Background: an optimization exercise with open tools, aiming at small area, a short achievable clock period and few clock cycles per item. Do not read the settings as production practice.
At most, simulation tests tie the RTL to the original design; equivalence was not proved.
No activity file was given, so power comes from the tool's default toggle rates.

==> flow/design.v <==
module simd_cmp16 (
  input  logic [15:0] a,
  input  logic [15:0] b,
  input  logic [15:0] x,
  output logic        lt,
  output logic        eq
);
  logic [15:0] l0, e0;
  logic [7:0]  l1, e1;
  logic [3:0]  l2, e2;
  logic [1:0]  l3, e3;
  assign l0 = ~a & b;
  assign e0 = ~x;
  for (genvar i = 0; i < 8; i++) begin : g1
    assign l1[i] = l0[2*i+1] | (e0[2*i+1] & l0[2*i]);
    assign e1[i] = e0[2*i+1] & e0[2*i];
  end
  for (genvar i = 0; i < 4; i++) begin : g2
    assign l2[i] = l1[2*i+1] | (e1[2*i+1] & l1[2*i]);
    assign e2[i] = e1[2*i+1] & e1[2*i];
  end
  for (genvar i = 0; i < 2; i++) begin : g3
    assign l3[i] = l2[2*i+1] | (e2[2*i+1] & l2[2*i]);
    assign e3[i] = e2[2*i+1] & e2[2*i];
  end
  assign lt = l3[1] | (e3[1] & l3[0]);
  assign eq = e3[1] & e3[0];
endmodule
module simd_add (
  input  logic [63:0] a, input logic [63:0] p, input logic sub, input logic [2:0] brk,
  output logic [63:0] sum, output logic [3:0] co);
  logic [63:0] g;
  assign g = a & ~p;
  logic [15:0] G [4][5];
  logic [15:0] P [4][5];
  logic [3:0] gq, pq, cin;
  for (genvar q = 0; q < 4; q++) begin : gq_
    assign G[q][0] = g[q*16 +: 16];
    assign P[q][0] = p[q*16 +: 16];
    for (genvar l = 0; l < 4; l++) begin : gl
      for (genvar i = 0; i < 16; i++) begin : gi
        if (((i >> l) & 1) == 1) begin : gc
          localparam int J = ((i >> l) << l) - 1;
          assign G[q][l+1][i] = G[q][l][i] | (P[q][l][i] & G[q][l][J]);
          assign P[q][l+1][i] = P[q][l][i] & P[q][l][J];
        end else begin : gp
          assign G[q][l+1][i] = G[q][l][i];
          assign P[q][l+1][i] = P[q][l][i];
        end
      end
    end
    assign gq[q] = G[q][4][15];
    assign pq[q] = P[q][4][15];
    logic [15:0] c;
    assign c = {G[q][4][14:0] | (P[q][4][14:0] & {15{cin[q]}}), cin[q]};
    assign sum[q*16 +: 16] = p[q*16 +: 16] ^ c;
    assign co[q] = gq[q] | (pq[q] & cin[q]);
  end
  assign cin[0] = sub;
  assign cin[1] = brk[0] ? sub : co[0];
  assign cin[2] = brk[1] ? sub : co[1];
  assign cin[3] = brk[2] ? sub : co[2];
endmodule
module simd_shr (
  input  logic [63:0] d,
  input  logic [5:0]  amt0, amt1, amt2, amt3,
  input  logic [3:0]  fill,
  input  logic [2:0]  brk,
  input  logic        m2,
  output logic [63:0] q
);
  localparam int Q = 16;
  logic [5:0] amt [4];
  assign amt[0] = amt0;
  assign amt[1] = amt1;
  assign amt[2] = amt2;
  assign amt[3] = amt3;
  logic [63:0] st [7];
  assign st[0] = d;
  for (genvar k = 0; k < 6; k++) begin : g_stage
    localparam int D = 1 << k;
    for (genvar i = 0; i < 64; i++) begin : g_bit
      localparam int QI = i / Q;
      localparam int QS = (i + D) / Q;
      logic src;
      if (i + D > 63) begin : g_out
        assign src = fill[QI];
      end else if (QS == QI) begin : g_in
        assign src = st[k][i+D];
      end else if (k == 5) begin : g_k5
        assign src = st[k][i+D];
      end else if (k == 4) begin : g_k4
        if (QI == 1) begin : g_q1
          assign src = m2 ? fill[QI] : st[k][i+D];
        end else begin : g_qo
          assign src = st[k][i+D];
        end
      end else begin : g_lo
        assign src = brk[QI] ? fill[QI] : st[k][i+D];
      end
      assign st[k+1][i] = amt[QI][k] ? src : st[k][i];
    end
  end
  assign q = st[6];
endmodule
module simd_lane_adder (
  input  logic [63:0] a,
  input  logic [63:0] b,
  input  logic [1:0]  mode,
  input  logic [3:0]  op,
  input  logic        hold,
  input  logic [63:0] hq,
  output logic [63:0] res,
  output logic [3:0]  eq,
  output logic [3:0]  slt,
  output logic [3:0]  ult
);
  localparam int Q = 16;
  logic m2, m4;
  assign m2 = (mode == 2'd1);
  assign m4 = (mode == 2'd2);
  logic [2:0] brk;
  assign brk = {m4, m2 | m4, m4};
  function automatic logic [1:0] top_of(input logic m2f, input logic m4f, input int q);
    if (m4f)      top_of = 2'(q);
    else if (m2f) top_of = {q[1], 1'b1};
    else          top_of = 2'd3;
  endfunction
  logic [63:0] x;
  assign x = a ^ b;
  logic [3:0] ltq, eqq, lt_c, eq_c, slt_c, amsb, bmsb;
  for (genvar q = 0; q < 4; q++) begin : g_cmpq
    simd_cmp16 u_c (.a(a[q*Q +: Q]), .b(b[q*Q +: Q]), .x(x[q*Q +: Q]),
                    .lt(ltq[q]), .eq(eqq[q]));
    assign amsb[q] = a[q*Q+Q-1];
    assign bmsb[q] = b[q*Q+Q-1];
    if (q == 0) begin : g_c0
      assign lt_c[q] = ltq[q];
      assign eq_c[q] = eqq[q];
    end else begin : g_cn
      assign lt_c[q] = ltq[q] | (eqq[q] & ~brk[q-1] & lt_c[q-1]);
      assign eq_c[q] = eqq[q] & (brk[q-1] | eq_c[q-1]);
    end
    assign slt_c[q] = (amsb[q] ^ bmsb[q]) ? amsb[q] : lt_c[q];
  end
  assign eq  = m4 ? eq_c  : m2 ? {2'b00, eq_c[3],  eq_c[1]}  : {3'b000, eq_c[3]};
  assign ult = m4 ? lt_c  : m2 ? {2'b00, lt_c[3],  lt_c[1]}  : {3'b000, lt_c[3]};
  assign slt = m4 ? slt_c : m2 ? {2'b00, slt_c[3], slt_c[1]} : {3'b000, slt_c[3]};
  logic        sub;
  logic [63:0] sum;
  logic [3:0]  co, ov;
  assign sub = op[0];    
  simd_add u_add (.a(a), .p(x ^ {64{sub}}), .sub(sub), .brk(brk), .sum(sum), .co(co));
  for (genvar q = 0; q < 4; q++) begin : g_ov
    assign ov[q] = (amsb[q] == (bmsb[q] ^ sub)) & (sum[q*Q+Q-1] != amsb[q]);
  end
  logic        left, arith;
  assign left  = (op == 4'd5);
  assign arith = (op == 4'd7);
  function automatic logic [63:0] rev64(input logic [63:0] v);
    for (int i = 0; i < 64; i++) rev64[i] = v[63-i];
  endfunction
  logic s1x, s2n, s2r, s4n, s4r;
  assign s1x = ~m2 & ~m4;
  assign s2n = m2 & ~left;
  assign s2r = m2 & left;
  assign s4n = m4 & ~left;
  assign s4r = m4 & left;
  logic [5:0] amt [4];
  for (genvar q = 0; q < 4; q++) begin : g_amt
    localparam int QR = 3 - q;           
    localparam int HN = q / 2;           
    localparam int HR = 1 - q / 2;       
    for (genvar k = 0; k < 6; k++) begin : g_k
      if (k < 4) begin : g_lo
        assign amt[q][k] = (s1x & b[k]) | (s2n & b[HN*32+k]) | (s2r & b[HR*32+k])
                         | (s4n & b[q*Q+k]) | (s4r & b[QR*Q+k]);
      end else if (k == 4) begin : g_4
        assign amt[q][k] = (s1x & b[k]) | (s2n & b[HN*32+k]) | (s2r & b[HR*32+k]);
      end else begin : g_5
        assign amt[q][k] = s1x & b[k];
      end
    end
  end
  logic [3:0] fill;
  for (genvar q = 0; q < 4; q++) begin : g_fill
    assign fill[q] = arith & (m4 ? amsb[q] : m2 ? amsb[q | 1] : amsb[3]);
  end
  logic [63:0] shr;
  simd_shr u_shr (.d(left ? rev64(a) : a), .amt0(amt[0]), .amt1(amt[1]), .amt2(amt[2]),
                  .amt3(amt[3]), .fill(fill), .brk(brk), .m2(m2), .q(shr));
  logic is_as, is_and, is_or, is_xor, is_sll, is_shr, is_sats, is_addsu, is_subsu, is_mm;
  assign is_as    = (op[3:1] == 3'b000);
  assign is_and   = (op == 4'd2);
  assign is_or    = (op == 4'd3);
  assign is_xor   = (op == 4'd4);
  assign is_sll   = (op == 4'd5);
  assign is_shr   = (op[3:1] == 3'b011);
  assign is_sats  = (op[3:1] == 3'b100);
  assign is_addsu = (op == 4'd10);
  assign is_subsu = (op == 4'd11);
  assign is_mm    = (op[3:2] == 2'b11);
  for (genvar q = 0; q < 4; q++) begin : g_res
    logic [1:0]   t;
    logic         is_top, l_ov, l_co, pick_a, s_msb;
    logic         c_n, c_10, c_01, c_s, c_r, c_l, c_k, c_kt;
    logic [Q-1:0] aq, bq, sq, rq, lq, kq;
    assign t      = top_of(m2, m4, q);
    assign is_top = (t == 2'(q));
    assign aq     = a[q*Q +: Q];
    assign bq     = b[q*Q +: Q];
    assign sq     = sum[q*Q +: Q];
    assign l_ov   = ov[t];
    assign l_co   = co[t];
    assign s_msb  = amsb[t];
    assign pick_a = (op[1] ? lt_c[t] : slt_c[t]) ^ op[0];
    assign c_n  = ~hold & (is_and | is_or | is_mm);
    assign c_10 = ~hold & (is_or | is_xor | (is_mm & pick_a));
    assign c_01 = ~hold & (is_or | is_xor | (is_mm & ~pick_a));
    assign c_s  = ~hold & (is_as | (is_sats & ~l_ov) | (is_addsu & ~l_co) | (is_subsu & l_co));
    assign c_r  = ~hold & is_shr;
    assign c_l  = ~hold & is_sll;
    assign c_k  = ~hold & ((is_sats & l_ov & ~s_msb) | (is_addsu & l_co));
    assign c_kt = ~hold & ((is_sats & l_ov & (is_top ? s_msb : ~s_msb)) | (is_addsu & l_co));
    assign kq = {c_kt, {(Q-1){c_k}}};
    for (genvar i = 0; i < Q; i++) begin : g_bit
      assign rq[i] = ((c_n & aq[i]) & bq[i]) | ((c_10 & aq[i]) & ~bq[i]) | ((c_01 & bq[i]) & ~aq[i])
                   | (sq[i] & c_s) | (shr[q*Q+i] & c_r) | (shr[63-(q*Q+i)] & c_l)
                   | kq[i] | (hq[q*Q+i] & hold);
    end
    assign res[q*Q +: Q] = rq;
  end
endmodule
module simd_alu_pipe #(
  parameter int unsigned WIDTH     = 64,
  parameter int unsigned LANES_MAX = 4
) (
  input  logic             clk,
  input  logic             rst,
  input  logic             in_valid,
  output logic             in_ready,
  input  logic [WIDTH-1:0] a,
  input  logic [WIDTH-1:0] b,
  input  logic [1:0]       lane_mode,
  input  logic [3:0]       op,
  output logic             out_valid,
  input  logic             out_ready,
  output logic [WIDTH-1:0] result,
  output logic [LANES_MAX-1:0] eq,
  output logic [LANES_MAX-1:0] slt,
  output logic [LANES_MAX-1:0] ult
);
  logic        v;
  logic [63:0] res_d;
  logic [3:0]  eq_d, slt_d, ult_d;
  assign in_ready  = ~v | out_ready;
  assign out_valid = v;
  simd_lane_adder u_dp (
    .a(a), .b(b), .mode(lane_mode), .op(op), .hold(~in_ready), .hq(result),
    .res(res_d), .eq(eq_d), .slt(slt_d), .ult(ult_d)
  );
  always_ff @(posedge clk or posedge rst) begin
    if (rst) v <= 1'b0;
    else if (in_ready) v <= in_valid;
  end
  always_ff @(posedge clk) begin
    result <= res_d;
    if (in_ready) begin
      eq  <= eq_d;
      slt <= slt_d;
      ult <= ult_d;
    end
  end
endmodule
export LEC_CHECK = 0
export ABC_AREA = 1
export CAP_MARGIN = 40
export CORE_MARGIN = 2
export CORE_UTILIZATION = 40
export SETUP_SLACK_MARGIN = 5
export SLEW_MARGIN = 40
create_clock -name core_clock -period 11.0 [get_ports {clk}]
standard.sh (not shown) runs the stock make flow with config.mk's settings and CLKGATE_MAP_FILE= SYNTH_SCRIPT=/design/flow/synth_recipe.tcl, a recipe that flattens the netlist after the stock synthesis.
==> flow/flow/run.sh <==
#!/bin/bash
# The standard layout (standard.sh, with the standard synthesis), except
# that the ports are buffered with sky130_fd_sc_hd__buf_1 cells, which timing
# repair may then resize, instead of the cell buffer_ports picks by default.
# make's output goes to make.log here; each ORFS step logs under orfs/logs.
set -euo pipefail
bash standard.sh 'BUFFER_PORTS_ARGS=-buffer_cell sky130_fd_sc_hd__buf_1' finish > make.log 2>&1
==> next run, changes <==
--- a/flow/design.v
+++ b/flow/design.v
@@ -159,29 +159,17 @@
   assign arith = (op == 4'd7);
   function automatic logic [63:0] rev64(input logic [63:0] v);
     for (int i = 0; i < 64; i++) rev64[i] = v[63-i];
   endfunction
-  logic s1x, s2n, s2r, s4n, s4r;
-  assign s1x = ~m2 & ~m4;
-  assign s2n = m2 & ~left;
-  assign s2r = m2 & left;
-  assign s4n = m4 & ~left;
-  assign s4r = m4 & left;
   logic [5:0] amt [4];
   for (genvar q = 0; q < 4; q++) begin : g_amt
     localparam int QR = 3 - q;           
     localparam int HN = q / 2;           
     localparam int HR = 1 - q / 2;       
-    for (genvar k = 0; k < 6; k++) begin : g_k
-      if (k < 4) begin : g_lo
-        assign amt[q][k] = (s1x & b[k]) | (s2n & b[HN*32+k]) | (s2r & b[HR*32+k])
-                         | (s4n & b[q*Q+k]) | (s4r & b[QR*Q+k]);
-      end else if (k == 4) begin : g_4
-        assign amt[q][k] = (s1x & b[k]) | (s2n & b[HN*32+k]) | (s2r & b[HR*32+k]);
-      end else begin : g_5
-        assign amt[q][k] = s1x & b[k];
-      end
-    end
+    logic [5:0] an, ar;
+    assign an = m4 ? {2'b00, b[q*Q +: 4]}  : m2 ? {1'b0, b[HN*32 +: 5]} : b[5:0];
+    assign ar = m4 ? {2'b00, b[QR*Q +: 4]} : m2 ? {1'b0, b[HR*32 +: 5]} : b[5:0];
+    assign amt[q] = left ? ar : an;
   end
   logic [3:0] fill;
   for (genvar q = 0; q < 4; q++) begin : g_fill
     assign fill[q] = arith & (m4 ? amsb[q] : m2 ? amsb[q | 1] : amsb[3]);
Maximum frequency barely changes.
Register-to-register slack loses 0.16 ns.
Design area went down by 1.9%.
Clock-buffer cell count stays the same.
Clock skew shrinks by 0.010 ns.
Non-clock buffer count goes up by 4.
Testbench counts after the change, summed over its fixed seeds: cycles 16,008, items 16,000.
Function not checked in the first run of this note: the RTL went through the layout flow alone.


Setup of JK:
RTL: one of the versions met above, not the one the previous note started from.
Size: about 3000 cells after synthesis, roughly 220 I/O pins.
==> module simd_lane_adder, before the edit <==
module simd_lane_adder (
  input  logic [63:0] a,
  input  logic [63:0] b,
  input  logic [1:0]  mode,
  input  logic [3:0]  op,
  input  logic        hold,
  input  logic [63:0] hq,
  output logic [63:0] res,
  output logic [3:0]  eq,
  output logic [3:0]  slt,
  output logic [3:0]  ult
);
  localparam int Q = 16;
  logic m2, m4;
  assign m2 = (mode == 2'd1);
  assign m4 = (mode == 2'd2);
  logic [2:0] brk;
  assign brk = {m4, m2 | m4, m4};
  function automatic logic [1:0] top_of(input logic m2f, input logic m4f, input int q);
    if (m4f)      top_of = 2'(q);
    else if (m2f) top_of = {q[1], 1'b1};
    else          top_of = 2'd3;
  endfunction
  logic [63:0] x;
  assign x = a ^ b;
  logic [3:0] ltq, eqq, lt_c, eq_c, slt_c, amsb, bmsb;
  for (genvar q = 0; q < 4; q++) begin : g_cmpq
    simd_cmp16 u_c (.a(a[q*Q +: Q]), .b(b[q*Q +: Q]), .x(x[q*Q +: Q]),
                    .lt(ltq[q]), .eq(eqq[q]));
    assign amsb[q] = a[q*Q+Q-1];
    assign bmsb[q] = b[q*Q+Q-1];
    if (q == 0) begin : g_c0
      assign lt_c[q] = ltq[q];
      assign eq_c[q] = eqq[q];
    end else begin : g_cn
      assign lt_c[q] = ltq[q] | (eqq[q] & ~brk[q-1] & lt_c[q-1]);
      assign eq_c[q] = eqq[q] & (brk[q-1] | eq_c[q-1]);
    end
    assign slt_c[q] = (amsb[q] ^ bmsb[q]) ? amsb[q] : lt_c[q];
  end
  assign eq  = m4 ? eq_c  : m2 ? {2'b00, eq_c[3],  eq_c[1]}  : {3'b000, eq_c[3]};
  assign ult = m4 ? lt_c  : m2 ? {2'b00, lt_c[3],  lt_c[1]}  : {3'b000, lt_c[3]};
  assign slt = m4 ? slt_c : m2 ? {2'b00, slt_c[3], slt_c[1]} : {3'b000, slt_c[3]};
  logic        sub;
  logic [63:0] sum;
  logic [3:0]  co, ov;
  assign sub = op[0];    
  simd_add u_add (.a(a), .p(x ^ {64{sub}}), .sub(sub), .brk(brk), .sum(sum), .co(co));
  for (genvar q = 0; q < 4; q++) begin : g_ov
    assign ov[q] = (amsb[q] == (bmsb[q] ^ sub)) & (sum[q*Q+Q-1] != amsb[q]);
  end
  logic        left, arith;
  assign left  = (op == 4'd5);
  assign arith = (op == 4'd7);
  function automatic logic [63:0] rev64(input logic [63:0] v);
    for (int i = 0; i < 64; i++) rev64[i] = v[63-i];
  endfunction
  logic [5:0] amt [4];
  for (genvar q = 0; q < 4; q++) begin : g_amt
    localparam int QR = 3 - q;           
    localparam int HN = q / 2;           
    localparam int HR = 1 - q / 2;       
    logic [5:0] an, ar;
    assign an = m4 ? {2'b00, b[q*Q +: 4]}  : m2 ? {1'b0, b[HN*32 +: 5]} : b[5:0];
    assign ar = m4 ? {2'b00, b[QR*Q +: 4]} : m2 ? {1'b0, b[HR*32 +: 5]} : b[5:0];
    assign amt[q] = left ? ar : an;
  end
  logic [3:0] fill;
  for (genvar q = 0; q < 4; q++) begin : g_fill
    assign fill[q] = arith & (m4 ? amsb[q] : m2 ? amsb[q | 1] : amsb[3]);
  end
  logic [63:0] shr;
  simd_shr u_shr (.d(left ? rev64(a) : a), .amt0(amt[0]), .amt1(amt[1]), .amt2(amt[2]),
                  .amt3(amt[3]), .fill(fill), .brk(brk), .m2(m2), .q(shr));
  logic is_as, is_and, is_or, is_xor, is_sll, is_shr, is_sats, is_addsu, is_subsu, is_mm;
  assign is_as    = (op[3:1] == 3'b000);
  assign is_and   = (op == 4'd2);
  assign is_or    = (op == 4'd3);
  assign is_xor   = (op == 4'd4);
  assign is_sll   = (op == 4'd5);
  assign is_shr   = (op[3:1] == 3'b011);
  assign is_sats  = (op[3:1] == 3'b100);
  assign is_addsu = (op == 4'd10);
  assign is_subsu = (op == 4'd11);
  assign is_mm    = (op[3:2] == 2'b11);
  for (genvar q = 0; q < 4; q++) begin : g_res
    logic [1:0]   t;
    logic         is_top, l_ov, l_co, pick_a, s_msb;
    logic         c_n, c_10, c_01, c_s, c_r, c_l, c_k, c_kt;
    logic [Q-1:0] aq, bq, sq, rq, lq, kq;
    assign t      = top_of(m2, m4, q);
    assign is_top = (t == 2'(q));
    assign aq     = a[q*Q +: Q];
    assign bq     = b[q*Q +: Q];
    assign sq     = sum[q*Q +: Q];
    assign l_ov   = ov[t];
    assign l_co   = co[t];
    assign s_msb  = amsb[t];
    assign pick_a = (op[1] ? lt_c[t] : slt_c[t]) ^ op[0];
    assign c_n  = ~hold & (is_and | is_or | is_mm);
    assign c_10 = ~hold & (is_or | is_xor | (is_mm & pick_a));
    assign c_01 = ~hold & (is_or | is_xor | (is_mm & ~pick_a));
    assign c_s  = ~hold & (is_as | (is_sats & ~l_ov) | (is_addsu & ~l_co) | (is_subsu & l_co));
    assign c_r  = ~hold & is_shr;
    assign c_l  = ~hold & is_sll;
    assign c_k  = ~hold & ((is_sats & l_ov & ~s_msb) | (is_addsu & l_co));
    assign c_kt = ~hold & ((is_sats & l_ov & (is_top ? s_msb : ~s_msb)) | (is_addsu & l_co));
    assign kq = {c_kt, {(Q-1){c_k}}};
    for (genvar i = 0; i < Q; i++) begin : g_bit
      assign rq[i] = ((c_n & aq[i]) & bq[i]) | ((c_10 & aq[i]) & ~bq[i]) | ((c_01 & bq[i]) & ~aq[i])
                   | (sq[i] & c_s) | (shr[q*Q+i] & c_r) | (shr[63-(q*Q+i)] & c_l)
                   | kq[i] | (hq[q*Q+i] & hold);
    end
    assign res[q*Q +: Q] = rq;
  end
endmodule
clock: 11.0 ns
lec_check: 0
abc_area: 1
cap_margin: 20
core_margin: 2
core_utilization: 40
cts_buf_list: sky130_fd_sc_hd__clkbuf_4 sky130_fd_sc_hd__clkbuf_8
setup_slack_margin: 5
slew_margin: 20
Scripts as last shown in full above: flow/flow/run.sh
Testbench counts of JK, summed over its fixed seeds: cycles 16,008, items 16,000.
Input-level comparison between MS and JK:
--- a/flow/design.v
+++ b/flow/design.v
@@ -135,13 +135,15 @@
     assign amsb[q] = a[q*Q+Q-1];
     assign bmsb[q] = b[q*Q+Q-1];
-    if (q == 0) begin : g_c0
-      assign lt_c[q] = ltq[q];
-      assign eq_c[q] = eqq[q];
-    end else begin : g_cn
-      assign lt_c[q] = ltq[q] | (eqq[q] & ~brk[q-1] & lt_c[q-1]);
-      assign eq_c[q] = eqq[q] & (brk[q-1] | eq_c[q-1]);
-    end
     assign slt_c[q] = (amsb[q] ^ bmsb[q]) ? amsb[q] : lt_c[q];
   end
+  logic lt_h0, eq_h0, lt_h1, eq_h1, lt_f, eq_f;
+  assign lt_h0 = ltq[1] | (eqq[1] & ltq[0]);
+  assign eq_h0 = eqq[1] & eqq[0];
+  assign lt_h1 = ltq[3] | (eqq[3] & ltq[2]);
+  assign eq_h1 = eqq[3] & eqq[2];
+  assign lt_f  = lt_h1 | (eq_h1 & lt_h0);
+  assign eq_f  = eq_h1 & eq_h0;
+  assign lt_c = {m4 ? ltq[3] : m2 ? lt_h1 : lt_f, ltq[2], m4 ? ltq[1] : lt_h0, ltq[0]};
+  assign eq_c = {m4 ? eqq[3] : m2 ? eq_h1 : eq_f, eqq[2], m4 ? eqq[1] : eq_h0, eqq[0]};
   assign eq  = m4 ? eq_c  : m2 ? {2'b00, eq_c[3],  eq_c[1]}  : {3'b000, eq_c[3]};
   assign ult = m4 ? lt_c  : m2 ? {2'b00, lt_c[3],  lt_c[1]}  : {3'b000, lt_c[3]};
@@ -161,4 +163,10 @@
     for (int i = 0; i < 64; i++) rev64[i] = v[63-i];
   endfunction
+  logic s1x, s2n, s2r, s4n, s4r;
+  assign s1x = ~m2 & ~m4;
+  assign s2n = m2 & ~left;
+  assign s2r = m2 & left;
+  assign s4n = m4 & ~left;
+  assign s4r = m4 & left;
   logic [5:0] amt [4];
   for (genvar q = 0; q < 4; q++) begin : g_amt
@@ -166,8 +174,14 @@
     localparam int HN = q / 2;           
     localparam int HR = 1 - q / 2;       
-    logic [5:0] an, ar;
-    assign an = m4 ? {2'b00, b[q*Q +: 4]}  : m2 ? {1'b0, b[HN*32 +: 5]} : b[5:0];
-    assign ar = m4 ? {2'b00, b[QR*Q +: 4]} : m2 ? {1'b0, b[HR*32 +: 5]} : b[5:0];
-    assign amt[q] = left ? ar : an;
+    for (genvar k = 0; k < 6; k++) begin : g_k
+      if (k < 4) begin : g_lo
+        assign amt[q][k] = (s1x & b[k]) | (s2n & b[HN*32+k]) | (s2r & b[HR*32+k])
+                         | (s4n & b[q*Q+k]) | (s4r & b[QR*Q+k]);
+      end else if (k == 4) begin : g_4
+        assign amt[q][k] = (s1x & b[k]) | (s2n & b[HN*32+k]) | (s2r & b[HR*32+k]);
+      end else begin : g_5
+        assign amt[q][k] = s1x & b[k];
+      end
+    end
   end
   logic [3:0] fill;
==> comparison <==
In the flow results for JK and MS, the switching fraction of total power is larger on JK.
JK -> MS: net switching power figure decreased slightly
Diff JK -> MS: ratio of final minimum period to clock period now sits higher; initial core utilization now sits higher; simple-gate share of the synthesized area now sits higher; synthesized-area fraction occupied by xor and xnor cells now sits higher.
On cell area, the higher figure sits with MS, not JK.
Post-synthesis cell count: MS higher than JK
No functional check of the RTL was part of MS.

static timing again, ports no longer ideal:
Ports are ideal in the flow. The routed layouts listed here were re-timed in OpenROAD.
Step 1 sets driving cells, clkbuf_16 on the clock port and buf_2 on the other inputs (assumed; they add their load-dependent delay and slew).
Step 2 moves the port delays by t, midway between the first and last clock arrival at a register: inputs arrive t later, outputs are due t later. That takes back most of the time a late clock gives input paths.
Three values: ideal, step 1, step 2; two values: the first two.
run	t, ns	setup WS [ns]	pins driven straight from the clock port
the first run of note 1	0.457	5.096 / 5.064 / 4.607	1
the second run of note 1	0.449	5.080 / 5.066 / 4.618	1
JK	0.502	5.090 / 5.121 / 4.619	1
MS	0.499	5.065 / 5.060 / 4.561	1
After both steps every run listed still meets setup and hold. The setup slack of MS, which loses most, moves by -0.005 ns with the drivers and by -0.504 ns with both steps.
